Context: an optimization exercise on an open-source flow, tuned for a short achievable clock period and few clock cycles. The choices shown serve that exercise and are no tape-out recipe.
Only simulation tests tie the RTL to the original design; equivalence was not proved.
No activity file was given, so power comes from the tool's default toggle rates.

$ cat flow/config.mk
export PLATFORM = sky130hd
export DESIGN_NAME = dfs_topological_sort_engine_core
export DESIGN_NICKNAME = dfs_topological_sort_engine_core
export VERILOG_FILES = /design/flow/design.v
export SDC_FILE = /design/flow/constraint.sdc
export NUM_CORES = 8
export LEC_CHECK = 0
export ABC_CLOCK_PERIOD_IN_PS = 3500
export CAP_MARGIN = 20
export CELL_PAD_IN_SITES_DETAIL_PLACEMENT = 1
export CELL_PAD_IN_SITES_GLOBAL_PLACEMENT = 2
export CORE_MARGIN = 2
export CORE_UTILIZATION = 20
export PLACE_DENSITY = 0.35
export SETUP_SLACK_MARGIN = 5
export SLEW_MARGIN = 20
$ cat flow/run.sh
#!/bin/bash
# synth_recipe.tcl (not shown) runs the flow's synth.tcl, then flattens the netlist and writes it again
# the make line also repeats each setting of config.mk as NAME=value (left out here)
make -C /OpenROAD-flow-scripts/flow DESIGN_CONFIG=/design/flow/config.mk WORK_HOME=/design/flow/orfs CLKGATE_MAP_FILE= SYNTH_SCRIPT=/design/flow/synth_recipe.tcl finish
$ cat flow/constraint.sdc
create_clock -name core_clock -period 8.5 [get_ports {clk}]
set_input_delay 1.7000 -clock core_clock [delete_from_list [all_inputs] [get_ports {clk}]]
set_output_delay 1.7000 -clock core_clock [all_outputs]
set_load 0.01 [all_outputs]
$ cat flow/design.v
`default_nettype none
package dfs_pkg;
    localparam int MAX_NODES = 32;
    typedef enum logic [2:0] {
        OP_ADD  = 3'd0,
        OP_REM  = 3'd1,
        OP_TEST = 3'd2,
        OP_FULL = 3'd3,
        OP_DEP  = 3'd4
    } op_t;
    typedef enum logic [2:0] {
        K_DONE  = 3'd0,
        K_EDGE  = 3'd1,
        K_NODE  = 3'd2,
        K_CYCLE = 3'd3,
        K_ERROR = 3'd4
    } kind_t;
endpackage
`default_nettype wire
`default_nettype none
module dfs_scan #(
    parameter int N = 32
) (
    input  wire logic [N-1:0] row,
    output logic [N-1:0]      first,   
    output logic [N-1:0]      rest,    
    output logic [N-1:0]      after,   
    output logic              any
);
    localparam int LG = $clog2(N);
    logic [N-1:0] pre [LG+1];
    logic [N-1:0] below;
    always_comb
    begin
        pre[0] = row;
        for (int s = 0; s < LG; s++)
        begin
            for (int i = 0; i < N; i++)
            begin
                if (i >= (1 << s))
                    pre[s+1][i] = pre[s][i] | pre[s][i - (1 << s)];
                else
                    pre[s+1][i] = pre[s][i];
            end
        end
        below = {pre[LG][N-2:0], 1'b0};
        first = row & ~below;
        rest  = row & below;
        after = below;
        any   = pre[LG][N-1];
    end
endmodule
`default_nettype wire
`default_nettype none
module dfs_topological_sort_engine_core (
    input  wire logic       clk,
    input  wire logic       rst_n,
    input  wire logic       start,
    output logic            busy,
    input  wire logic [2:0] op,
    input  wire logic [4:0] from_node,
    input  wire logic [4:0] to_node,
    input  wire logic       cfg_we,
    input  wire logic [5:0] cfg_wdata,
    output logic            out_valid,
    output logic [2:0]      kind,
    output logic [4:0]      node,
    output logic            edge_present,
    output logic            last
);
    localparam int N  = dfs_pkg::MAX_NODES;
    localparam int IW = $clog2(N);
    localparam int SD = N + 1;               
    localparam int MD = 16;                  
    localparam int MW = $clog2(MD);
    localparam int OD = 64;                  
    localparam int OW = $clog2(OD);
    localparam logic [2:0] K_DONE  = 3'd0;
    localparam logic [2:0] K_EDGE  = 3'd1;
    localparam logic [2:0] K_NODE  = 3'd2;
    localparam logic [2:0] K_CYCLE = 3'd3;
    localparam logic [2:0] K_ERROR = 3'd4;
    localparam logic [2:0] K_MARK  = 3'd7;   
    function automatic logic [IW-1:0] enc(input logic [N-1:0] oh);
        logic [IW-1:0] r;
        r = '0;
        for (int i = 0; i < N; i++)
            if (oh[i])
                r = r | IW'(i);
        enc = r;
    endfunction
    function automatic logic [N-1:0] dec(input logic [IW-1:0] b);
        dec = N'(1) << b;
    endfunction
    function automatic logic [N-1:0] above(input logic [IW-1:0] b);
        logic [N-1:0] r;
        for (int i = 0; i < N; i++)
            r[i] = (i > int'(b));
        above = r;
    endfunction
    logic [N-1:0] ltn;
    logic [5:0]   cfg_clamped;
    always_comb
    begin
        if (cfg_wdata == 6'd0)
            cfg_clamped = 6'd1;
        else if (int'(cfg_wdata) > N)
            cfg_clamped = 6'(N);
        else
            cfg_clamped = cfg_wdata;
    end
    always_ff @(posedge clk or negedge rst_n)
    begin
        if (!rst_n)
            ltn <= '1;
        else if (cfg_we)
            for (int i = 0; i < N; i++)
                ltn[i] <= (i < int'(cfg_clamped));
    end
    logic [N-1:0] adj [N];
    logic          c_valid;
    logic [2:0]    c_op;
    logic [IW-1:0] c_from, c_to;
    logic          take, fire;
    logic          from_ok, to_ok, c_full, c_dep, c_mod, c_test, c_err;
    logic          mf_room, ob_room;     
    logic          blk_cfd, blk_mod;
    logic [N-1:0]  c_from_oh, c_to_oh;
    logic [3:0]    mf [MD];                  
    logic [MW:0]   mf_wr, mf_rd;
    logic          mfp_en;                   
    logic [3:0]    mfp_beat;
    logic [5:0]    ob [OD];                  
    logic [OW:0]   ob_wr, ob_rd, ob_base, ob_lim;
    logic          eng_run, closing, spec, vpend;
    logic          cl_cyc;
    logic          owned_run, abort, adopt, own_start, spec_go, start_walk;
    logic          cl_wr, eng_free;
    logic          w_isfull;
    logic [IW-1:0] w_root;
    logic [OW:0]   base_new;
    logic          w_full, bogus;
    logic          peel_stuck_r;
    logic [IW-1:0] lv_b  [5];                
    logic [N-1:0]  lv_oh [3];                
    logic [IW-1:0] stk   [SD];               
    logic [5:0]    sp;                       
    logic          pw_en;                    
    logic [5:0]    pw_pos;
    logic [IW-1:0] pw_val;
    logic [IW-1:0] r4, r5;                   
    logic [IW-1:0] s6, s7;                   
    logic [N-1:0]  avail, gray, peel_r, gray_chk;    
    logic          kid_pushed;
    assign take      = start && !busy;
    assign from_ok   = ltn[from_node];
    assign to_ok     = ltn[to_node];
    assign owned_run = eng_run && !spec;
    assign cl_wr     = closing;
    assign eng_free  = !eng_run;
    assign fire      = c_valid && mf_room && !((c_full || c_dep) && blk_cfd) && !(c_mod && blk_mod);
    assign busy      = c_valid && !(mf_room && !((c_full || c_dep) && blk_cfd) && !(c_mod && blk_mod));
    assign abort      = spec && ((fire && (c_dep || c_mod)) || cfg_we);
    assign adopt      = fire && c_full && spec;
    assign own_start  = fire && ((c_full && !spec) || c_dep);
    assign spec_go    = !eng_run && !closing && !spec && !cfg_we && ob_room
                        && !(fire && (c_full || c_dep || c_mod));
    assign start_walk = own_start || spec_go;
    assign w_isfull   = !(own_start && c_dep);
    assign w_root     = (own_start && c_dep) ? c_from : '0;
    assign base_new   = abort ? ob_base : (cl_wr ? ob_wr + (OW+1)'(1) : ob_wr);
    always_ff @(posedge clk or negedge rst_n)
    begin
        if (!rst_n)
            c_valid <= 1'b0;
        else
            c_valid <= take || (c_valid && !fire);
    end
    always_ff @(posedge clk)
    begin
        if (take)
        begin
            c_op   <= op;
            c_from <= from_node;
            c_to   <= to_node;
            c_from_oh <= dec(from_node);
            c_to_oh   <= dec(to_node);
            c_full <= (op == dfs_pkg::OP_FULL);
            c_dep  <= (op == dfs_pkg::OP_DEP) && from_ok;
            c_mod  <= (op == dfs_pkg::OP_ADD || op == dfs_pkg::OP_REM) && from_ok && to_ok;
            c_test <= (op == dfs_pkg::OP_TEST) && from_ok && to_ok;
            c_err  <= (op > dfs_pkg::OP_DEP) || !from_ok || (op <= dfs_pkg::OP_TEST && !to_ok);
        end
    end
    always_ff @(posedge clk or negedge rst_n)
    begin
        if (!rst_n)
        begin
            for (int i = 0; i < N; i++)
                adj[i] <= '0;
        end
        else if (fire && c_mod)
        begin
            for (int i = 0; i < N; i++)
                for (int j = 0; j < N; j++)
                    if (c_from_oh[i] && c_to_oh[j])
                        adj[i][j] <= (c_op == dfs_pkg::OP_ADD);
        end
    end
    logic [3:0] ex_beat;
    logic [N-1:0] t_row;                 
    always_comb
    begin
        t_row = '0;
        for (int i = 0; i < N; i++)
            if (c_from_oh[i])
                t_row = t_row | adj[i];
    end
    always_comb
    begin
        if (c_full || c_dep)
            ex_beat = {K_MARK, 1'b0};
        else if (c_err)
            ex_beat = {K_ERROR, 1'b0};
        else if (c_test)
            ex_beat = {K_EDGE, |(t_row & c_to_oh)};
        else
            ex_beat = {K_DONE, 1'b0};
    end
    always_ff @(posedge clk)
    begin
        if (fire)
            mfp_beat <= ex_beat;
        if (mfp_en)
            mf[mf_wr[MW-1:0]] <= mfp_beat;
    end
    logic          step, walk_run;
    logic [N-1:0]  row0, row1, row2;
    logic [N-1:0]  oh0, oh1, oh2, ohr;
    logic [N-1:0]  rest0, rest1, rest2, rest_r;
    logic [N-1:0]  aft0, aft1, aft2, aftr;
    logic [N-1:0]  m0, m1, m2, avail_n;
    logic          has0, has1, has2, hasr;
    logic [N-1:0]  white;
    logic          d1, d2;
    logic          pop0, pop1, push0, push1, push2, pushr, any_push, kid_push;
    logic          done_now, emit0, emit1;
    logic [N-1:0]  sel, blacken;
    logic [IW-1:0] sel_b;
    logic [OW:0]   wr1, wr2, nwr;
    assign walk_run = eng_run;
    assign step     = eng_run;
    assign wr1   = ob_wr + (OW+1)'(1);
    assign wr2   = ob_wr + (OW+1)'(2);
    assign white = avail & ~gray;
    assign d1    = dth[0];
    assign d2    = dth[1];
    assign r4    = lv_b[3];
    assign r5    = lv_b[4];
    assign s6    = (sp >= 6'd6) ? stk[sp - 6'd6] : '0;
    assign s7    = (sp >= 6'd7) ? stk[sp - 6'd7] : '0;
    assign bogus = kid_pushed && |(lv_oh[0] & gray_chk);
    logic [N-1:0]  rr0, rr1, rr2;            
    logic [N-1:0]  sel_row, r4_row, r5_row, rr0_n, rr1_n, rr2_n;
    logic [3:0]    dth, dth_n;               
    assign row0 = rr0 & m0;
    assign row1 = rr1 & m1;
    assign row2 = rr2 & m2 & ~lv_oh[0];
    assign r4_row = adj[r4];
    assign r5_row = adj[r5];
    always_comb
    begin
        sel_row = '0;
        for (int i = 0; i < N; i++)
            if (sel[i])
                sel_row = sel_row | adj[i];
    end
    dfs_scan #(.N(N)) u_s0 (.row(row0),  .first(oh0), .rest(rest0),  .after(aft0), .any(has0));
    dfs_scan #(.N(N)) u_s1 (.row(row1),  .first(oh1), .rest(rest1),  .after(aft1), .any(has1));
    dfs_scan #(.N(N)) u_s2 (.row(row2),  .first(oh2), .rest(rest2),  .after(aft2), .any(has2));
    dfs_scan #(.N(N)) u_sr (.row(white), .first(ohr), .rest(rest_r), .after(aftr), .any(hasr));
    logic [4*N-1:0] cand, pick, pick_rest, pick_after;
    logic           pick_any;
    assign cand = bogus ? '0 : {white & {N{w_full && !d2}}, row2 & {N{d2}}, row1 & {N{d1}}, row0};
    dfs_scan #(.N(4*N)) u_pick (.row(cand), .first(pick), .rest(pick_rest), .after(pick_after), .any(pick_any));
    always_comb
    begin
        pop0  = !bogus && !has0;
        pop1  = pop0 && d1 && !has1;
        push0 = !bogus && has0;
        push1 = pop0 && d1 && has1;
        push2 = pop1 && d2 && has2;
        pushr = w_full && hasr && ((pop0 && !d1) || (pop1 && !d2));
        kid_push = push0 || push1 || push2;
        any_push = kid_push || pushr;
        emit0 = pop0;
        emit1 = pop1;
        if (w_full)
            done_now = !hasr && ((pop0 && !d1) || (pop1 && !d2));
        else
            done_now = (pop0 && !d1) || (pop1 && !d2) || (bogus && !d2);
        sel   = pick[N-1:0] | pick[2*N-1:N] | pick[3*N-1:2*N] | pick[4*N-1:3*N];
        sel_b = enc(sel);
        nwr = emit0 ? (emit1 ? wr2 : wr1) : ob_wr;
    end
    logic [N-1:0] peel_next;
    logic         peel_acyc, peel_stuck;
    logic         has_succ;
    always_comb
    begin
        has_succ = 1'b0;
        for (int i = 0; i < N; i++)
        begin
            has_succ = |(adj[i] & peel_r);
            peel_next[i] = peel_r[i] && has_succ;
        end
        peel_acyc  = (peel_r == '0);
        peel_stuck = (peel_next == peel_r);
    end
    logic cyc_now;
    assign cyc_now = eng_run && w_full && ((step && bogus) || (vpend && peel_stuck_r));
    assign blacken = (emit0 ? lv_oh[0] : '0) | (emit1 ? lv_oh[1] : '0);
    assign avail_n = avail & ~blacken;
    logic [IW-1:0] lv_b_n  [5];
    logic [N-1:0]  lv_oh_n [3];
    logic [5:0]    sp_n, pw_pos_n;
    logic [N-1:0]  m0_n, m1_n, m2_n, gray_n;
    logic          npush;                
    always_comb
    begin
        npush = !any_push;
        lv_b_n[0]  = ({IW{any_push}} & sel_b) | ({IW{npush}} & lv_b[2]);
        lv_oh_n[0] = ({N{any_push}} & sel) | ({N{npush}} & lv_oh[2]);
        lv_b_n[1]  = ({IW{push0}} & lv_b[0]) | ({IW{push1}} & lv_b[1])
                   | ({IW{push2}} & lv_b[2]) | ({IW{!kid_push}} & r4);
        lv_oh_n[1] = ({N{push0}} & lv_oh[0]) | ({N{push1}} & lv_oh[1])
                   | ({N{push2}} & lv_oh[2]) | ({N{!kid_push}} & dec(r4));
        lv_b_n[2]  = ({IW{push0}} & lv_b[1]) | ({IW{push1}} & lv_b[2])
                   | ({IW{push2}} & r4) | ({IW{!kid_push}} & r5);
        lv_b_n[3]  = ({IW{push0}} & lv_b[2]) | ({IW{push1}} & lv_b[3])
                   | ({IW{push2}} & lv_b[4]) | ({IW{!kid_push}} & s6);
        lv_b_n[4]  = ({IW{push0}} & lv_b[3]) | ({IW{push1}} & lv_b[4])
                   | ({IW{push2}} & s6) | ({IW{!kid_push}} & s7);
        lv_oh_n[2] = ({N{push0}} & lv_oh[1]) | ({N{push1}} & lv_oh[2])
                   | ({N{push2}} & dec(r4)) | ({N{!kid_push}} & dec(r5));
        dth_n      = ({4{push0}} & {dth[2:0], 1'b1}) | ({4{push1}} & dth)
                   | ({4{push2}} & {sp >= 6'd6, dth[3:1]})
                   | ({4{npush}} & {sp >= 6'd7, sp >= 6'd6, dth[3:2]});
        sp_n       = ({6{push0}} & (sp + 6'd1)) | ({6{push1}} & sp)
                   | ({6{push2}} & (sp - 6'd1)) | ({6{pushr}} & 6'd1)
                   | ({6{npush}} & (sp - 6'd2));
        pw_pos_n   = ({6{push0}} & sp) | ({6{push1}} & (sp - 6'd1))
                   | ({6{push2}} & (sp - 6'd2));
        m0_n = avail_n & (any_push ? '1 : above(lv_b[1]));
        m1_n = avail_n & (({N{push0}} & aft0) | ({N{push1}} & aft1)
                        | ({N{push2}} & aft2) | ({N{!kid_push}} & above(lv_b[2])));
        m2_n = ~blacken & (({N{push0}} & m1) | ({N{push1}} & m2)
                         | ({N{push2}} & avail & above(lv_b[2]))
                         | ({N{!kid_push}} & avail & above(r4)));
        gray_n = gray | ({N{any_push}} & sel);
        rr0_n  = ({N{any_push}} & sel_row) | ({N{npush}} & rr2);
        rr1_n  = ({N{push0}} & rr0) | ({N{push1}} & rr1)
               | ({N{push2}} & rr2) | ({N{!kid_push}} & r4_row);
        rr2_n  = ({N{push0}} & rr1) | ({N{push1}} & rr2)
               | ({N{push2}} & r4_row) | ({N{!kid_push}} & r5_row);
    end
    always_ff @(posedge clk)
    begin
        if (start_walk)
        begin
            lv_b[0]    <= w_root;
            lv_oh[0]   <= dec(w_root);
            rr0        <= (own_start && c_dep) ? t_row : adj[0];
            sp         <= 6'd1;
            dth        <= '0;
            pw_en      <= 1'b1;
            pw_pos     <= 6'd0;
            pw_val     <= w_root;
            avail      <= ltn;
            m0         <= ltn;
            m1         <= ltn;
            m2         <= ltn;
            gray       <= dec(w_root);
            kid_pushed <= 1'b0;
            peel_r     <= ltn;
        end
        else
        begin
            lv_b[0]    <= lv_b_n[0];
            lv_oh[0]   <= lv_oh_n[0];
            rr0        <= rr0_n;
            sp         <= sp_n;
            dth        <= dth_n;
            pw_en      <= any_push;
            pw_pos     <= pw_pos_n;
            pw_val     <= sel_b;
            avail      <= avail_n;
            m0         <= m0_n;
            m1         <= m1_n;
            m2         <= m2_n;
            gray       <= gray_n;
            kid_pushed <= kid_push;
            peel_r     <= peel_next;
        end
        lv_b[1]      <= lv_b_n[1];
        lv_b[2]      <= lv_b_n[2];
        lv_b[3]      <= lv_b_n[3];
        lv_b[4]      <= lv_b_n[4];
        lv_oh[1]     <= lv_oh_n[1];
        lv_oh[2]     <= lv_oh_n[2];
        rr1          <= rr1_n;
        rr2          <= rr2_n;
        gray_chk     <= gray;
        peel_stuck_r <= !start_walk && peel_stuck && (peel_r != '0);
        if (start_walk)
            w_full <= w_isfull;
        if (pw_en)
            stk[pw_pos] <= pw_val;
    end
    always_ff @(posedge clk)
    begin
        if (step)
        begin
            ob[ob_wr[OW-1:0]]           <= {1'b1, lv_b[0]};
            ob[ob_wr[OW-1:0] + OW'(1)]  <= {1'b1, lv_b[1]};
        end
        else if (cl_wr)
            ob[ob_wr[OW-1:0]] <= {5'd0, cl_cyc};
    end
    logic eng_run_n, closing_n, spec_n, vpend_n, ob_room_n;
    always_comb
    begin
        closing_n = 1'b0;
        eng_run_n = eng_run;
        spec_n    = spec;
        vpend_n   = vpend;
        if (abort)
        begin
            eng_run_n = 1'b0;
            spec_n    = 1'b0;
            vpend_n   = 1'b0;
        end
        if (adopt)
            spec_n = 1'b0;
        if (start_walk)
        begin
            eng_run_n = 1'b1;
            spec_n    = spec_go;
            vpend_n   = w_isfull;
        end
        else if (abort)
        begin
        end
        else if (cyc_now || (step && done_now))
        begin
            eng_run_n = 1'b0;
            closing_n = 1'b1;
            vpend_n   = 1'b0;
        end
        else if (vpend && eng_run && peel_acyc)
            vpend_n = 1'b0;
        ob_room_n = (ob_wr - ob_rd <= (OW+1)'(OD - SD - 3));
    end
    always_ff @(posedge clk or negedge rst_n)
    begin
        if (!rst_n)
        begin
            eng_run <= 1'b0;
            closing <= 1'b0;
            spec    <= 1'b0;
            vpend   <= 1'b0;
            ob_wr   <= '0;
            mf_wr   <= '0;
            mfp_en  <= 1'b0;
            mf_room <= 1'b1;
            ob_room <= 1'b1;
            blk_cfd <= 1'b0;
            blk_mod <= 1'b0;
        end
        else
        begin
            mfp_en <= fire;
            if (mfp_en)
                mf_wr <= mf_wr + (MW+1)'(1);
            if (abort)
                ob_wr <= ob_base;
            else if (cl_wr)
                ob_wr <= ob_wr + (OW+1)'(1);
            else if (cyc_now)
                ob_wr <= ob_base;
            else if (step)
                ob_wr <= nwr;
            eng_run <= eng_run_n;
            closing <= closing_n;
            spec    <= spec_n;
            vpend   <= vpend_n;
            mf_room <= (mf_wr - mf_rd <= (MW+1)'(MD - 3));
            ob_room <= ob_room_n;
            blk_cfd <= !(spec_n || (!eng_run_n && ob_room_n));
            blk_mod <= eng_run_n && !spec_n;
        end
    end
    always_ff @(posedge clk)
    begin
        if (start_walk)
            ob_base <= base_new;
        if (eng_run)
            cl_cyc <= cyc_now;
    end
    logic [3:0] mbeat;
    logic [5:0] obeat;
    logic       m_ne, o_ne, m_mark, emit_m, emit_o;
    assign ob_lim = (vpend || spec) ? ob_base : ob_wr;
    assign mbeat  = mf[mf_rd[MW-1:0]];
    assign obeat  = ob[ob_rd[OW-1:0]];
    assign m_ne   = (mf_rd != mf_wr);
    assign o_ne   = (ob_rd != ob_lim);
    assign m_mark = (mbeat[3:1] == K_MARK);
    assign emit_m = m_ne && !m_mark;
    assign emit_o = m_ne && m_mark && o_ne;
    always_ff @(posedge clk or negedge rst_n)
    begin
        if (!rst_n)
        begin
            mf_rd     <= '0;
            ob_rd     <= '0;
            out_valid <= 1'b0;
        end
        else
        begin
            out_valid <= emit_m || emit_o;
            if (emit_o)
                ob_rd <= ob_rd + (OW+1)'(1);
            if (emit_m || (emit_o && !obeat[5]))
                mf_rd <= mf_rd + (MW+1)'(1);
        end
    end
    always_ff @(posedge clk)
    begin
        if (m_mark)
        begin
            kind         <= obeat[5] ? K_NODE : (obeat[0] ? K_CYCLE : K_DONE);
            node         <= obeat[5] ? obeat[4:0] : 5'd0;
            edge_present <= 1'b0;
            last         <= !obeat[5];
        end
        else
        begin
            kind         <= mbeat[3:1];
            node         <= 5'd0;
            edge_present <= (mbeat[3:1] == K_EDGE) && mbeat[0];
            last         <= 1'b1;
        end
    end
endmodule
`default_nettype wire
==> results of run 1 <==
-- critical path, delay by kind of cell (launching register included) --
kind	cells	cell delay [ns]
AOI/OAI and AO/OA	3	1.68
buffers and inverters	6	1.38
and+or+nand+nor	7	1.16
DFF	1	0.36
-- registers in the layout, summed over array words and instances (netlist names), 25 cells and up --
name,flops
adj,1024
ob,384
stk,165
lv_oh,96
mf,64
avail,32
c_from_oh,32
c_to_oh,32
gray,32
gray_chk,32
ltn,32
m0,32
m1,32
m2,32
peel_r,32
rr0,32
rr1,32
rr2,32
lv_b,25
-- area by class of cell --
class | instances | area (um^2) | area share, %
clock buffers | 462 | 9102 | 4.801
repair buffers | 2634 | 29290 | 15.45
flip-flops and latches | 2269 | 57650 | 30.41
multi-input cells | 9756 | 78950 | 41.65
inverters | 146 | 570.5 | 0.3009
well taps | 8909 | 11150 | 5.880
diodes | 508 | 1271 | 0.6705
clock inverters | 120 | 1599 | 0.8434
-- path summary, 6_finish.rpt --
kind                                startpoint                 endpoint  slack [ns]  depth (start not counted)
max                        lv_oh[0][1]$_DFF_P_          rr0[13]$_DFF_P_        3.58                         16
max reg2reg                lv_oh[0][1]$_DFF_P_          rr0[13]$_DFF_P_        3.58                         16
min                           gray[14]$_DFF_P_     gray_chk[14]$_DFF_P_        0.37                          0
min in group asynchronous                rst_n  adj[11][28]$_DFFE_PN0P_        0.54                          1
max in group asynchronous                rst_n  adj[14][23]$_DFFE_PN0P_        5.73                          3
min reg2reg                   gray[14]$_DFF_P_     gray_chk[14]$_DFF_P_        0.37                          0
-- cells by family after synthesis --
group / after synthesis
fa+ha+maj: 27
flops: 2269
xor+xnor: 51
buf+inv: 1515
simple gates: 3972
mux: 1348
compound gates: 4356
-- metal layers --
metal	part of all wire, %	vias up
met1	37	93240
met5	0.14	-
li1	-	57370
met4	11	104
met2	40	18800
met3	12	7283
-- what timing repair did --
| action | 4_1_cts | 5_1_grt |
|---|---|---|
| gates resized for setup | 2133 | 494 |
| setup buffers | 809 | 196 |
| endpoints found under the setup margin | 2021 | 740 |
| pin swaps | 572 | 249 |
| cloned | 76 | 23 |
-- synthesized netlist by cell type, drive strengths merged (57+ instances only) --
cell / number
a21oi: 295
a221o: 98
a221oi: 563
a222oi: 153
a22o: 870
a22oi: 1475
a31oi: 67
and3: 87
buf: 302
clkbuf: 1067
dfrtp: 1057
dfxtp: 539
edfxtp: 639
inv: 145
mux2: 1032
mux2i: 59
mux4: 257
nand2: 1923
nand3: 340
nand4: 421
nor2: 583
nor2b: 57
nor3: 128
nor4: 90
o21ai: 412
or4: 68
-- stage by stage --
step,instances,hold WS (ns)
floorplan,13540,0.3437
global placement,22570,0.3613
detailed placement,22610,0.3673
CTS,24070,0.3729
global route,24390,0.3879
finish,24800,0.3737
-- power groups by stage --
stage	Clock (mW)	Combinational [mW]	Sequential (mW)
3_5_place_dp	0	46.0	19.5
3_3_place_gp	0	45.7	19.5
6_report	14.3	65.6	20.0
4_1_cts	14.4	57.5	19.4
5_1_grt	14.8	62.8	19.7
2_1_floorplan	0	15.6	16.5
==> reports/metrics.yaml, run 1 <==
synth_top_area_share_pct: 19.71
synth_compound_area_share_pct: 25.14
setup_ws_ns: 3.580
cts_buffers: 318
worstSetupStartpointType: "register"
worst_pin_slew_ns: 1.389
yosys.area_share.simple_pct: 13.75
root_buffer: "clkbuf_16"
grtUsageMet3_pct: 25.24
netlist_instances: 13540
die_h_um: 823.1
hpwl_mm: 1278
grt_pass1_wl_mm: 2136
syn-cell-area_um2: 134200
use_met2_pct: 68.82
p_leak_nw: 73.25
vias: 176800
clock_path_buffers: 4
top_usage_layer: "met2"
num_rows: 300
ys.flop_type: "dfrtp_1"
synth_fp_nets: 13590
io_pins: 35
synth-xor-area-share_pct: 0.3329
fin_area_um2: 189600
cap_violations: 0
grt_max_degree: 185
slowest_stage: "a22oi_2"
synthToLayoutAreaGrowth_pct: 41.28
ctsHtreeMaxLevel: 5
synth.largest_area_cell: "dfrtp_1"
clock_latency_ns: 1.11
drt-total-wl_mm: 1783
min_period_over_period_pct: 57.88
status: "finished with violations"
power_switching_mw: 58.54
final_util_pct: 28.37
cpPeakStageDelay_ns: 1.00
start_util_pct: 20.08
place_congestion: 1.107
num-nets-final: 15180
antenna_found_initial: 458
tns_ns: 0
hold_class: "reg -> reg"
muxShareOfSynthArea_pct: 13.41
ys_top_cells_by_area: "dfrtp_1, edfxtp_1, mux2_2"
clkSlewWorstSetupHoldPaths_ns: 0.06
fin_skew_ns: 0.07523
ir_drop_mv: 0.4165
core_area_um2: 668100
ant_nets: 3
rsz0062_at_grt: "yes"
crit_required_ns: 9.50
drtPass1Iterations: 10
power_frac_comb_pct: 65.7
synth_warnings: 10
initialDrtViolationCount: 30490
viasPerCell: 7.127
seqPwrFrac_pct: 20.0
p_int_mw: 41.43
grt_use_met1_pct: 55.87
power_mw: 99.97
floorplan.die_area_um2: 677500
hold_viol_final: 0
synth_seq_cells: 2269
ys_types: 107
postCtsHoldBufs: 0
post_drt_wl_per_cell_um: 71.90
fin_crit_ns: 4.920
max_freq_ghz: 0.2032
portBuffers: 34
die_w_um: 823.1
p_clk_share_pct: 14.3
fill_cells: 73680
critical_path.max_fanout: 18
mostFrequentLayoutCells: "nand2_1, buf_4, a22oi_1, dfrtp_1, mux2_2"
grt_use_total_pct: 50.10
grt.overflow.total: 0
synth_fa_ha_area_share_pct: 0.2573
crit_arrival_ns: 5.92
slew_headroom_pct: 7.410
clock_sinks: 2269
critPathKind: "reg -> reg"
route.detailed.drc: 0
place_ws_ns: 1.278
syn_avg_cell_area_um2: 9.912
cp-end-kind: "register"
powerDensity_nw_per_um2: 527.3
synthArstFlopShare_pct: 48.08
cts_tree: "done"
setup_violations: 0
failed_checks: "antenna violations"
switching_share_pct: 58.56
path_cells: "a22oi_2 > nand4_1 > buf_4 > o41ai_4 > buf_6 > buf_12 > buf_4 > nand2_4 > nor2_4 > clkbuf_8 > nand2_1 > and4_1 > nand3_1 > nor4_2 > a32oi_4 > buf_6"
drv_slew: 0
ys_seq_area_share_pct: 42.72
synth_edf_count: 639
synth_top_family_by_area: "compound AO/OA/AOI/OAI gates"
placed_cell_area_um2: 154700
layout-drive-gt1-share_pct: 37.93
final_common_cell: "nand2_1"
first_global_vias: 155100
Testbench counts, summed over its fixed seeds: cycles 12,577.
==> inputs of run 2 (changes only) <==
--- a/flow/design.v
+++ b/flow/design.v
@@ -281,7 +281,7 @@
     dfs_scan #(.N(N)) u_sr (.row(white), .first(ohr), .rest(rest_r), .after(aftr), .any(hasr));
     logic [4*N-1:0] cand, pick, pick_rest, pick_after;
     logic           pick_any;
-    assign cand = bogus ? '0 : {white & {N{w_full && !d2}}, row2 & {N{d2}}, row1 & {N{d1}}, row0};
+    assign cand = {white & {N{w_full && !d2}}, row2 & {N{d2}}, row1 & {N{d1}}, row0};
     dfs_scan #(.N(4*N)) u_pick (.row(cand), .first(pick), .rest(pick_rest), .after(pick_after), .any(pick_any));
     always_comb
     begin
--- a/flow/config.mk
+++ b/flow/config.mk
@@ -6,11 +6,11 @@
 export NUM_CORES = 8
 export LEC_CHECK = 0
 export ABC_CLOCK_PERIOD_IN_PS = 3500
-export CAP_MARGIN = 20
+export CAP_MARGIN = 25
 export CELL_PAD_IN_SITES_DETAIL_PLACEMENT = 1
 export CELL_PAD_IN_SITES_GLOBAL_PLACEMENT = 2
 export CORE_MARGIN = 2
 export CORE_UTILIZATION = 20
 export PLACE_DENSITY = 0.35
 export SETUP_SLACK_MARGIN = 5
-export SLEW_MARGIN = 20
+export SLEW_MARGIN = 30
==> run 2 against run 1 <==
Against the previous run: the run now finishes clean; flip-flop and latch count unchanged; power decreased by 4.8%; worst setup slack improved by 0.41 ns; global-route usage decreased by 1.5 points; clock skew increased by 0.052 ns; cell area decreased by 1.1%; highest routed layer unchanged; wire length decreased by 3.3%; largest power group unchanged; sequential share of layout area increased by 0.36 points; maximum frequency increased by 9.1%.
==> reports/metrics.yaml, run 2 <==
num_rows: 300
die_w_um: 821.2
drv_slew: 0
synth_edf_count: 639
post_drt_wl_per_cell_um: 69.61
synthToLayoutAreaGrowth_pct: 40.39
crit_arrival_ns: 5.32
ys_seq_area_share_pct: 42.91
place_ws_ns: 1.926
rsz0062_at_grt: "yes"
worst_pin_slew_ns: 1.315
clock_path_buffers: 4
max_freq_ghz: 0.2217
place_congestion: 1.129
grt_max_degree: 167
vias: 172900
synth_top_area_share_pct: 19.80
clock_sinks: 2269
path_buf_inv: 3
clkSlewWorstSetupHoldPaths_ns: 0.06
p_leak_nw: 72.15
fin_skew_ns: 0.1272
layout-drive-gt1-share_pct: 37.68
viasPerCell: 6.979
floorplan.die_area_um2: 674400
critPathKind: "reg -> reg"
io_pins: 35
clock_latency_ns: 1.18
fin_crit_ns: 4.510
grt_use_total_pct: 48.58
synth.largest_area_cell: "dfrtp_1"
num-nets-final: 15230
slowest_stage: "nor4_4"
hold_class: "reg -> reg"
tns_ns: 0
cts_buffers: 316
grt.overflow.total: 0
path_cells: "buf_4 > buf_12 > a22oi_2 > nand4_1 > nor4_2 > clkbuf_8 > o22ai_4 > nor3_4 > nand4_1 > nor4_4 > nor4_1"
setup_ws_ns: 3.990
mostFrequentLayoutCells: "nand2_1, buf_4, a22oi_1, mux2_2, dfrtp_1"
die_h_um: 821.2
ctsHtreeMaxLevel: 5
ys.flop_type: "dfrtp_1"
start_util_pct: 20.05
hpwl_mm: 1247
syn_avg_cell_area_um2: 9.813
root_buffer: "clkbuf_16"
powerDensity_nw_per_um2: 507.7
final_common_cell: "nand2_1"
cts_tree: "done"
first_global_vias: 154900
route.detailed.drc: 0
post-synth-top-count-cell: "nand2_1"
setup_violations: 0
synth_fp_nets: 13660
antenna_found_initial: 423
netlist_instances: 13610
largest_reg_flops: 1024
critical_path.max_fanout: 19
min_period_over_period_pct: 53.06
crit_required_ns: 9.31
portBuffers: 34
cp_common_cell: "nand4_1"
initialDrtViolationCount: 31060
cap_violations: 0
drt-total-wl_mm: 1724
hold_viol_final: 0
status: "timing/DRC/antenna clean"
postCtsHoldBufs: 0
critical-path-top-delay-family: "simple AND/OR/NAND/NOR gates"
synth_seq_cells: 2269
slew_headroom_pct: 11.54
synth_warnings: 10
ys_types: 101
worstSetupStartpointType: "register"
cpPeakStageDelay_ns: 0.78
core_area_um2: 666300
ys_top_cells_by_area: "dfrtp_1, edfxtp_1, a22oi_1"
largest_register: "adj"
drtPass1Iterations: 14
ant_nets: 0
cp-end-kind: "register"
grt_pass1_wl_mm: 2076
synthArstFlopShare_pct: 48.08
yosys-top-cells-count: "nand2_1, a22oi_1, clkbuf_1, dfrtp_1, mux2_2"
ir_drop_mv: 0.2747
syn-cell-area_um2: 133600
## run 2: logic make-up after synthesis
family | after synthesis | share of synthesized area, %
fa+ha+maj | 27 | 0.2585
mux | 1336 | 13.47
buf+inv | 1517 | 4.373
simple gates | 4099 | 14.16
compound gates | 4311 | 24.47
xor+xnor | 54 | 0.3541
flops | 2269 | 42.91
## run 2: cell type report
class                   count  area (um^2)
fillers                 73680       478700
clock inverters           132         1868
repair buffers           2621        28140
repair inverters            1        8.758
diodes                    424         1061
clock buffers             447         8979
flip-flops and latches   2269        57700
well taps                8909        11150
inverters                 139        563.0
multi-input cells        9831        78050
## run 2: worst paths after layout
path / start / to / slack [ns] / cells past startpoint
worst max-delay path: c_from_oh[25]$_SDFFCE_PN0P_ / mfp_beat[0]$_SDFFCE_PP0P_ / 3.99 / 11
worst min-delay path: gray[31]$_DFF_P_ / gray_chk[31]$_DFF_P_ / 0.38 / 0
worst max register to register: c_from_oh[25]$_SDFFCE_PN0P_ / mfp_beat[0]$_SDFFCE_PP0P_ / 3.99 / 11
worst min register to register: gray[31]$_DFF_P_ / gray_chk[31]$_DFF_P_ / 0.38 / 0
max in group asynchronous: rst_n / ob_wr[0]$_DFFE_PN0P_ / 5.68 / 3
min in group asynchronous: rst_n / adj[16][10]$_DFFE_PN0P_ / 0.60 / 1
## run 2: what timing repair did
action | CTS | global route
pin swaps | 417 | 383
setup endpoints to repair | 1436 | 826
gates cloned | 77 | 12
hold endpoints to repair | 0 | 0
gates resized for setup | 1764 | 618
setup buffers | 777 | 252
## run 2: power breakdown
| group | switching [mW] | internal (mW) |
|---|---|---|
| clock network | 6.27 | 8.40 |
| logic | 41.3 | 17.7 |
| registers | 7.16 | 14.3 |
## run 2: per-stage QoR
stage | hold slack [ns] | area, um^2 | power [mW] | cells | utilization (%)
global placement | 0.3591 | 153000 | 63.75 | 22600 | 22.97
detailed placement | 0.3627 | 154100 | 64.20 | 22640 | 23.13
finish | 0.3820 | 187500 | 95.20 | 24770 | 28.15
global route | 0.3904 | 186800 | 93.15 | 24470 | 28.03
CTS | 0.3763 | 181200 | 88.20 | 24080 | 27.19
floorplan | 0.3436 | 133700 | 32.31 | 13610 | -
## run 2: per-layer routing
layer / up-vias / track usage [%] / share of wire, %
met2: 17400 / 67.55 / 40
met3: 6612 / 23.42 / 12
li1: 57340 / - / -
met1: 91460 / 54.25 / 37
met5: - / 3.743 / 0.21
met4: 101 / 44.00 / 11
## run 2: worst reg2reg max path, stage by stage, from the launching register on
cell      delay, ns
edfxtp_1       0.37
buf_4          0.20
buf_12         0.18
a22oi_2        0.43
nand4_1        0.17
nor4_2         0.31
clkbuf_8       0.30
o22ai_4        0.22
nor3_4         0.55
nand4_1        0.62
nor4_4         0.80
nor4_1         0.10
Testbench counts of run 2, summed over its fixed seeds: cycles 12,577.
==> inputs of run 3 (changes only) <==
--- a/flow/design.v
+++ b/flow/design.v
@@ -130,6 +130,7 @@
     logic [MW:0]   mf_wr, mf_rd;
     logic          mfp_en;                   
     logic [3:0]    mfp_beat;
+    logic [N-1:0]  mfp_row, mfp_to;          
     logic [5:0]    ob [OD];                  
     logic [OW:0]   ob_wr, ob_rd, ob_base, ob_lim;
     logic          eng_run, closing, spec, vpend;
@@ -223,16 +224,17 @@
         else if (c_err)
             ex_beat = {K_ERROR, 1'b0};
         else if (c_test)
-            ex_beat = {K_EDGE, |(t_row & c_to_oh)};
+            ex_beat = {K_EDGE, 1'b0};        
         else
             ex_beat = {K_DONE, 1'b0};
     end
     always_ff @(posedge clk)
     begin
-        if (fire)
-            mfp_beat <= ex_beat;
+        mfp_beat <= ex_beat;
+        mfp_row  <= t_row;
+        mfp_to   <= c_to_oh;
         if (mfp_en)
-            mf[mf_wr[MW-1:0]] <= mfp_beat;
+            mf[mf_wr[MW-1:0]] <= {mfp_beat[3:1], mfp_beat[3:1] == K_EDGE && |(mfp_row & mfp_to)};
     end
     logic          step, walk_run;
     logic [N-1:0]  row0, row1, row2;
==> run 3 against run 2 <==
Against the previous run: now fails the layout checks on antenna violations; cell count decreased by 2.1%; highest routed layer unchanged; critical path depth increased by 1; clock skew decreased by 0.022 ns; die area increased by 0.22%; non-clock buffer count decreased by 531; flip-flop and latch count increased by 63; power decreased by 2.3%; hold slack got worse by 0.0095 ns.
==> reports/metrics.yaml, run 3 <==
status: "finished with violations"
failed_checks: "antenna violations"
cpPeakStageDelay_ns: 0.73
cp_common_cell: "nand3_1"
slowest_stage: "or4_4"
grt_pass1_wl_mm: 2040
synth_fp_nets: 13530
ys.flop_type: "dfrtp_1"
portBuffers: 34
syn_avg_cell_area_um2: 9.932
powerDensity_nw_per_um2: 512.4
io_pins: 35
netlist_instances: 13480
cts_tree: "done"
cap_violations: 0
crit_required_ns: 9.45
ys_types: 98
whs_ns: 0.3725
critPathKind: "reg -> reg"
wl_met2_mm: 681.6
grt_use_total_pct: 47.69
p_leak_nw: 68.97
critical-path-top-delay-family: "simple AND/OR/NAND/NOR gates"
worstSetupStartpointType: "register"
post-synth-top-count-cell: "nand2_1"
tns_ns: 0
worst_pin_slew_ns: 1.262
path_buf_inv: 2
post_drt_wl_per_cell_um: 69.99
postCtsHoldBufs: 0
setup_ws_ns: 3.946
ctsHtreeMaxLevel: 5
cp-end-kind: "register"
ys_seq_area_share_pct: 43.73
ant_nets: 1
place_congestion: 1.081
grt.overflow.total: 0
fin_crit_ns: 4.554
initialDrtViolationCount: 30700
route.detailed.drc: 0
drv_slew: 0
synthToLayoutAreaGrowth_pct: 35.57
first_global_vias: 151900
final_common_cell: "nand2_1"
crit_arrival_ns: 5.50
clkSlewWorstSetupHoldPaths_ns: 0.05
synth_seq_cells: 2332
root_buffer: "clkbuf_16"
antenna_found_initial: 492
floorplan.die_area_um2: 675900
drt-total-wl_mm: 1697
num-nets-final: 14640
yosys-top-cells-count: "nand2_1, a22oi_1, dfrtp_1"
synth_edf_count: 635
setup_violations: 0
wl_met3_mm: 197.4
layout-drive-gt1-share_pct: 34.51
fin_skew_ns: 0.1049
synth_warnings: 10
clock_sinks: 2332
slew_headroom_pct: 15.85
place_ws_ns: 2.217
min_period_over_period_pct: 53.57
ys_top_cells_by_area: "dfrtp_1, edfxtp_1, dfxtp_1"
rsz0062_at_grt: "yes"
hold_viol_final: 0
die_w_um: 822.1
highest_layer: "met5"
synth.largest_area_cell: "dfrtp_1"
critical_path.max_fanout: 12
grt_max_degree: 198
num_rows: 300
largest_register: "adj"
power_mw: 92.99
core_area_um2: 667000
path_cells: "buf_4 > buf_8 > a22oi_1 > nand4_1 > or4_4 > a22oi_2 > nand3_1 > a221o_1 > a2111oi_2 > nand3_1 > nor4_2 > a32oi_2"
wl_met1_mm: 640.3
clock_path_buffers: 4
start_util_pct: 20.07
viasPerCell: 7.063
mostFrequentLayoutCells: "nand2_1, buf_4, a22oi_1, dfrtp_1, mux2_2"
drtPass1Iterations: 14
syn-cell-area_um2: 133900
synthArstFlopShare_pct: 46.78
ir_drop_mv: 0.3513
largest_reg_flops: 1024
vias: 171200
hold_class: "reg -> reg"
synth_top_area_share_pct: 19.76
max_freq_ghz: 0.2196
die_h_um: 822.1
hpwl_mm: 1234
clock_latency_ns: 1.15
cts_buffers: 327
run 3: path summary, 6_finish.rpt:
kind,slack (ns),startpoint,endpoint,cells after the start
worst min register to register,0.37,c_to_oh[7]$_SDFFCE_PP0P_,mfp_to[7]$_DFF_P_,0
min in group asynchronous,0.56,rst_n,adj[3][14]$_DFFE_PN0P_,1
worst max register to register,3.95,c_from_oh[7]$_SDFFCE_PP0P_,rr0[14]$_DFF_P_,12
max in group asynchronous,5.90,rst_n,adj[4][5]$_DFFE_PN0P_,4
worst max-delay path,3.95,c_from_oh[7]$_SDFFCE_PP0P_,rr0[14]$_DFF_P_,12
worst min-delay path,0.37,c_to_oh[7]$_SDFFCE_PP0P_,mfp_to[7]$_DFF_P_,0
run 3: layer usage:
metal / vias to the layer above / GRT usage [%]
li1: 55920 / -
met3: 6554 / 20.64
met4: 144 / 40.50
met5: - / 1.208
met1: 90410 / 55.84
met2: 18210 / 66.42
run 3: logic make-up after synthesis:
group	share of synthesized area, %
fa+ha+maj	0.2580
buf+inv	4.097
simple gates	13.56
compound gates	24.71
xor+xnor	0.3402
mux	13.30
flops	43.73
run 3: worst register-to-register path: stages, from the launching register on:
cell       delay [ns]
edfxtp_1         0.36
buf_4            0.32
buf_8            0.50
a22oi_1          0.23
nand4_1          0.38
or4_4            0.73
a22oi_2          0.35
nand3_1          0.12
a221o_1          0.29
a2111oi_2        0.36
nand3_1          0.22
nor4_2           0.39
a32oi_2          0.19
run 3: repair_timing:
| action | 4_1_cts | 5_1_grt |
|---|---|---|
| pin swaps | 313 | 240 |
| cloned | 52 | 26 |
| setup buffers | 499 | 151 |
| endpoints found under the setup margin | 1384 | 858 |
| gates resized for setup | 1407 | 484 |
| endpoints found under the hold margin | 0 | 0 |
run 3: area by class of cell:
cell class              instances  area, um^2
clock inverters               145        1783
well taps                    8909       11150
diodes                        475        1189
repair buffers               2090       22400
inverters                     119       490.5
multi-input cells            9715       76200
repair inverters                2       27.53
flip-flops and latches       2332       58950
fillers                     73930      485500
clock buffers                 458        9301
run 3: through the flow:
step / cells / cell area (um^2) / util [%]
floorplan: 13480 / 134000 / -
global placement: 22380 / 152600 / 22.88
detailed placement: 22430 / 153600 / 23.03
CTS: 23580 / 176400 / 26.44
global route: 23860 / 180500 / 27.07
finish: 24250 / 181500 / 27.21
run 3: power breakdown:
group	switching [mW]	internal [mW]	leakage, nW
combinational	39.6	15.6	37.5
clock	6.43	8.38	5.39
sequential	8.19	14.8	26.1
total	54.3	38.7	69.0
Testbench counts of run 3, summed over its fixed seeds: cycles 12,577.
==> inputs of run 4 (changes only) <==
--- a/flow/config.mk
+++ b/flow/config.mk
@@ -6,11 +6,11 @@
 export NUM_CORES = 8
 export LEC_CHECK = 0
 export ABC_CLOCK_PERIOD_IN_PS = 3500
-export CAP_MARGIN = 25
+export CAP_MARGIN = 30
 export CELL_PAD_IN_SITES_DETAIL_PLACEMENT = 1
 export CELL_PAD_IN_SITES_GLOBAL_PLACEMENT = 2
 export CORE_MARGIN = 2
 export CORE_UTILIZATION = 20
 export PLACE_DENSITY = 0.35
 export SETUP_SLACK_MARGIN = 5
-export SLEW_MARGIN = 30
+export SLEW_MARGIN = 35
==> run 4 against run 3 <==
Against the previous run: worst setup slack lost 0.064 ns; clock power is essentially flat; count of clock-buffer cells in the layout grew 14; combinational power is essentially flat; cell count shrank 0.21%; still fails the layout checks on antenna violations; register-to-register slack lost 0.06 ns; global-route usage grew 0.063 points; clock skew shrank 0.0082 ns; via count shrank 0.25%.
==> reports/metrics.yaml, run 4 <==
rrSetupSlack_ns: 3.88
grt_use_total_pct: 47.75
max_freq_ghz: 0.2165
clock_latency_ns: 1.12
cp-end-kind: "register"
fin_skew_ns: 0.09668
drtPass1Iterations: 13
place_inst: 22440
hold_end: "gray_chk[21]$_DFF_P_"
crit_arrival_ns: 5.64
hold_class: "reg -> reg"
synth_top_area_share_pct: 19.76
grt_max_degree: 198
synth_edf_count: 635
ys_top_cells_by_area: "dfrtp_1, edfxtp_1, dfxtp_1"
setup_ws_ns: 3.882
num_rows: 300
start_util_pct: 20.07
first_global_vias: 151800
cts_tree: "done"
synth_seq_cells: 2332
root_buffer: "clkbuf_16"
vias: 170800
min_period_over_period_pct: 54.33
synth_fp_nets: 13530
rsz0062_at_grt: "yes"
synth_warnings: 10
clock_path_buffers: 4
fin_crit_ns: 4.618
cts_buffers: 325
post-synth-top-count-cell: "nand2_1"
place_congestion: 1.081
worstSetupStartpointType: "register"
initialDrtViolationCount: 30630
powerDensity_nw_per_um2: 515.0
p_leak_nw: 68.66
final_util_pct: 27.09
crit_required_ns: 9.53
post_drt_wl_per_cell_um: 70.05
grt.overflow.total: 0
antenna_found_initial: 484
fin_cells: 24200
largest_reg_flops: 1024
hpwl_mm: 1235
drt-total-wl_mm: 1695
regArea_um2: 58900
failed_checks: "antenna violations"
final_common_cell: "nand2_1"
fill_cells: 73970
holdPathStages: 0
place_ws_ns: 2.096
viasPerCell: 7.060
timing.rr.start: "rr0[25]$_DFF_P_"
status: "finished with violations"
ctsHtreeMaxLevel: 5
hp-start: "gray[21]$_DFF_P_"
io_pins: 35
critPathKind: "reg -> reg"
largest_register: "adj"
tns_ns: 0
setup_violations: 0
ys_seq_area_share_pct: 43.73
hold_viol_final: 0
core_area_um2: 667000
die_w_um: 822.1
syn-cell-area_um2: 133900
worst_pin_slew_ns: 1.193
num-nets-final: 14610
portBuffers: 34
syn_avg_cell_area_um2: 9.932
clkSlewWorstSetupHoldPaths_ns: 0.06
yosys-top-cells-count: "nand2_1, a22oi_1, dfrtp_1"
ant_nets: 6
layout-drive-gt1-share_pct: 34.15
critical_path.max_fanout: 35
netlist_instances: 13480
die_h_um: 822.1
ir_drop_mv: 0.3777
ys.flop_type: "dfrtp_1"
clock_sinks: 2332
grt_pass1_wl_mm: 2042
multi_input_area_um2: 75940
slew_headroom_pct: 20.46
route.detailed.drc: 0
mostFrequentLayoutCells: "nand2_1, buf_4, a22oi_1, mux2_2, dfrtp_1"
reg2reg_to: "rr0[11]$_DFF_P_"
synth.largest_area_cell: "dfrtp_1"
power_mw: 93.07
drv_slew: 0
postCtsHoldBufs: 0
synthArstFlopShare_pct: 46.78
synthToLayoutAreaGrowth_pct: 34.99
reg2reg_depth: 13
cap_violations: 0
ys_types: 98
floorplan.die_area_um2: 675900
==> run 4: cell counts after synthesis <==
No cell type changed its count.
==> run 4: per-layer routing <==
metal | GRT usage [%] | wire length, um
met3 | 21.49 | 199100
met2 | 66.46 | 681300
met4 | 40.73 | 175800
met5 | 1.963 | 2785
met1 | 55.31 | 635800
==> run 4: worst max path at each step <==
stage / start / end / slack [ns] / cells past startpoint
finish: rr0[25]$_DFF_P_ / rr0[11]$_DFF_P_ / 3.88 / 13
global route: rr2[23]$_DFF_P_ / rr0[4]$_DFF_P_ / 4.08 / 15
CTS: rr2[23]$_DFF_P_ / rr0[11]$_DFF_P_ / 3.95 / 14
detailed placement: rr0[5]$_DFF_P_ / rr0[11]$_DFF_P_ / 2.10 / 13
global placement: m1[20]$_DFF_P_ / rr0[3]$_DFF_P_ / 0.88 / 12
floorplan: cfg_we / rr0[14]$_DFF_P_ / 4.92 / 11
==> run 4: cell type report <==
cell class / count / area share, %
Timing Repair inverter: 1 / 0.006231
Clock inverter: 127 / 0.9146
Inverter: 119 / 0.2659
Sequential cell: 2332 / 32.59
Clock buffer: 472 / 5.134
Multi-Input combinational cell: 9714 / 42.02
Tap cell: 8909 / 6.168
Timing Repair Buffer: 2064 / 12.27
Antenna cell: 457 / 0.6328
==> run 4: power breakdown <==
part | total (mW) | switching [mW] | internal [mW]
logic | 55.5 | 39.8 | 15.7
clock network | 14.6 | 6.38 | 8.26
registers | 22.9 | 8.19 | 14.7
==> run 4: kinds of logic after synthesis <==
kind of cell | count (synthesis) | synth area share, %
flip-flops | 2332 | 43.73
buffers and inverters | 1437 | 4.097
AO/OA/AOI/OAI | 4353 | 24.71
AND/OR/NAND/NOR | 3957 | 13.56
multiplexers | 1321 | 13.30
XOR/XNOR | 52 | 0.3402
adder cells (fa/ha/maj) | 27 | 0.2580
==> run 4: what timing repair did <==
action | 4_1_cts | 5_1_grt
buffers inserted | 451 | 156
cloned | 65 | 16
endpoints found under the hold margin | 0 | 0
pin swaps | 267 | 298
setup endpoints to repair | 1303 | 838
gates resized for setup | 1302 | 480
==> run 4: through the flow <==
step                instance area [um^2]  hold slack [ns]
floorplan                         134000           0.3437
global placement                  152600           0.3581
detailed placement                154000           0.3675
CTS                               175900           0.3661
global route                      179800           0.3792
finish                            180700           0.3672
==> run 4: worst max-delay path, cell delays in order (launching register included) <==
cell and delay (ns):
dfxtp_1 0.30, buf_4 0.25, a22oi_1 0.49, nand2_2 0.34, nor3_2 0.36, o21ai_0 0.29
a2111oi_4 0.51, buf_12 0.35, a22o_1 0.30, a221oi_1 0.07, nand4_1 0.18, nor3_4 0.07
a32oi_4 0.44, buf_6 0.22

## afterwards: timing with drivers on the ports
In the flow no input, the clock included, has a driving cell. The finished layouts below were timed again as built, in two steps. Step 1, drivers: a clkbuf_16 drives clk and a buf_2 each remaining input, both assumed. Step 2 moves the port delays by t, midway between the first and last clock arrival at a register: inputs arrive t later, outputs are due t later. That takes back most of the time a late clock gives input paths. Three values: no drivers, after step 1, after step 2; two values: the first two.
run | t, ns | slack for setup (ns) | worst register clock-pin slew, ns
run 1 | 1.222 | 3.580 / 3.580 / 3.366 | 0.09 / 0.09
run 2 | 1.271 | 3.990 / 3.990 / 3.212 | 0.09 / 0.09
run 3 | 1.225 | 3.946 / 3.946 / 3.201 | 0.08 / 0.08
run 4 | 1.231 | 3.882 / 3.882 / 3.131 | 0.08 / 0.08
For run 2, which loses most, drivers alone change the setup slack by 0.000 ns; drivers and shift together by -0.778 ns.
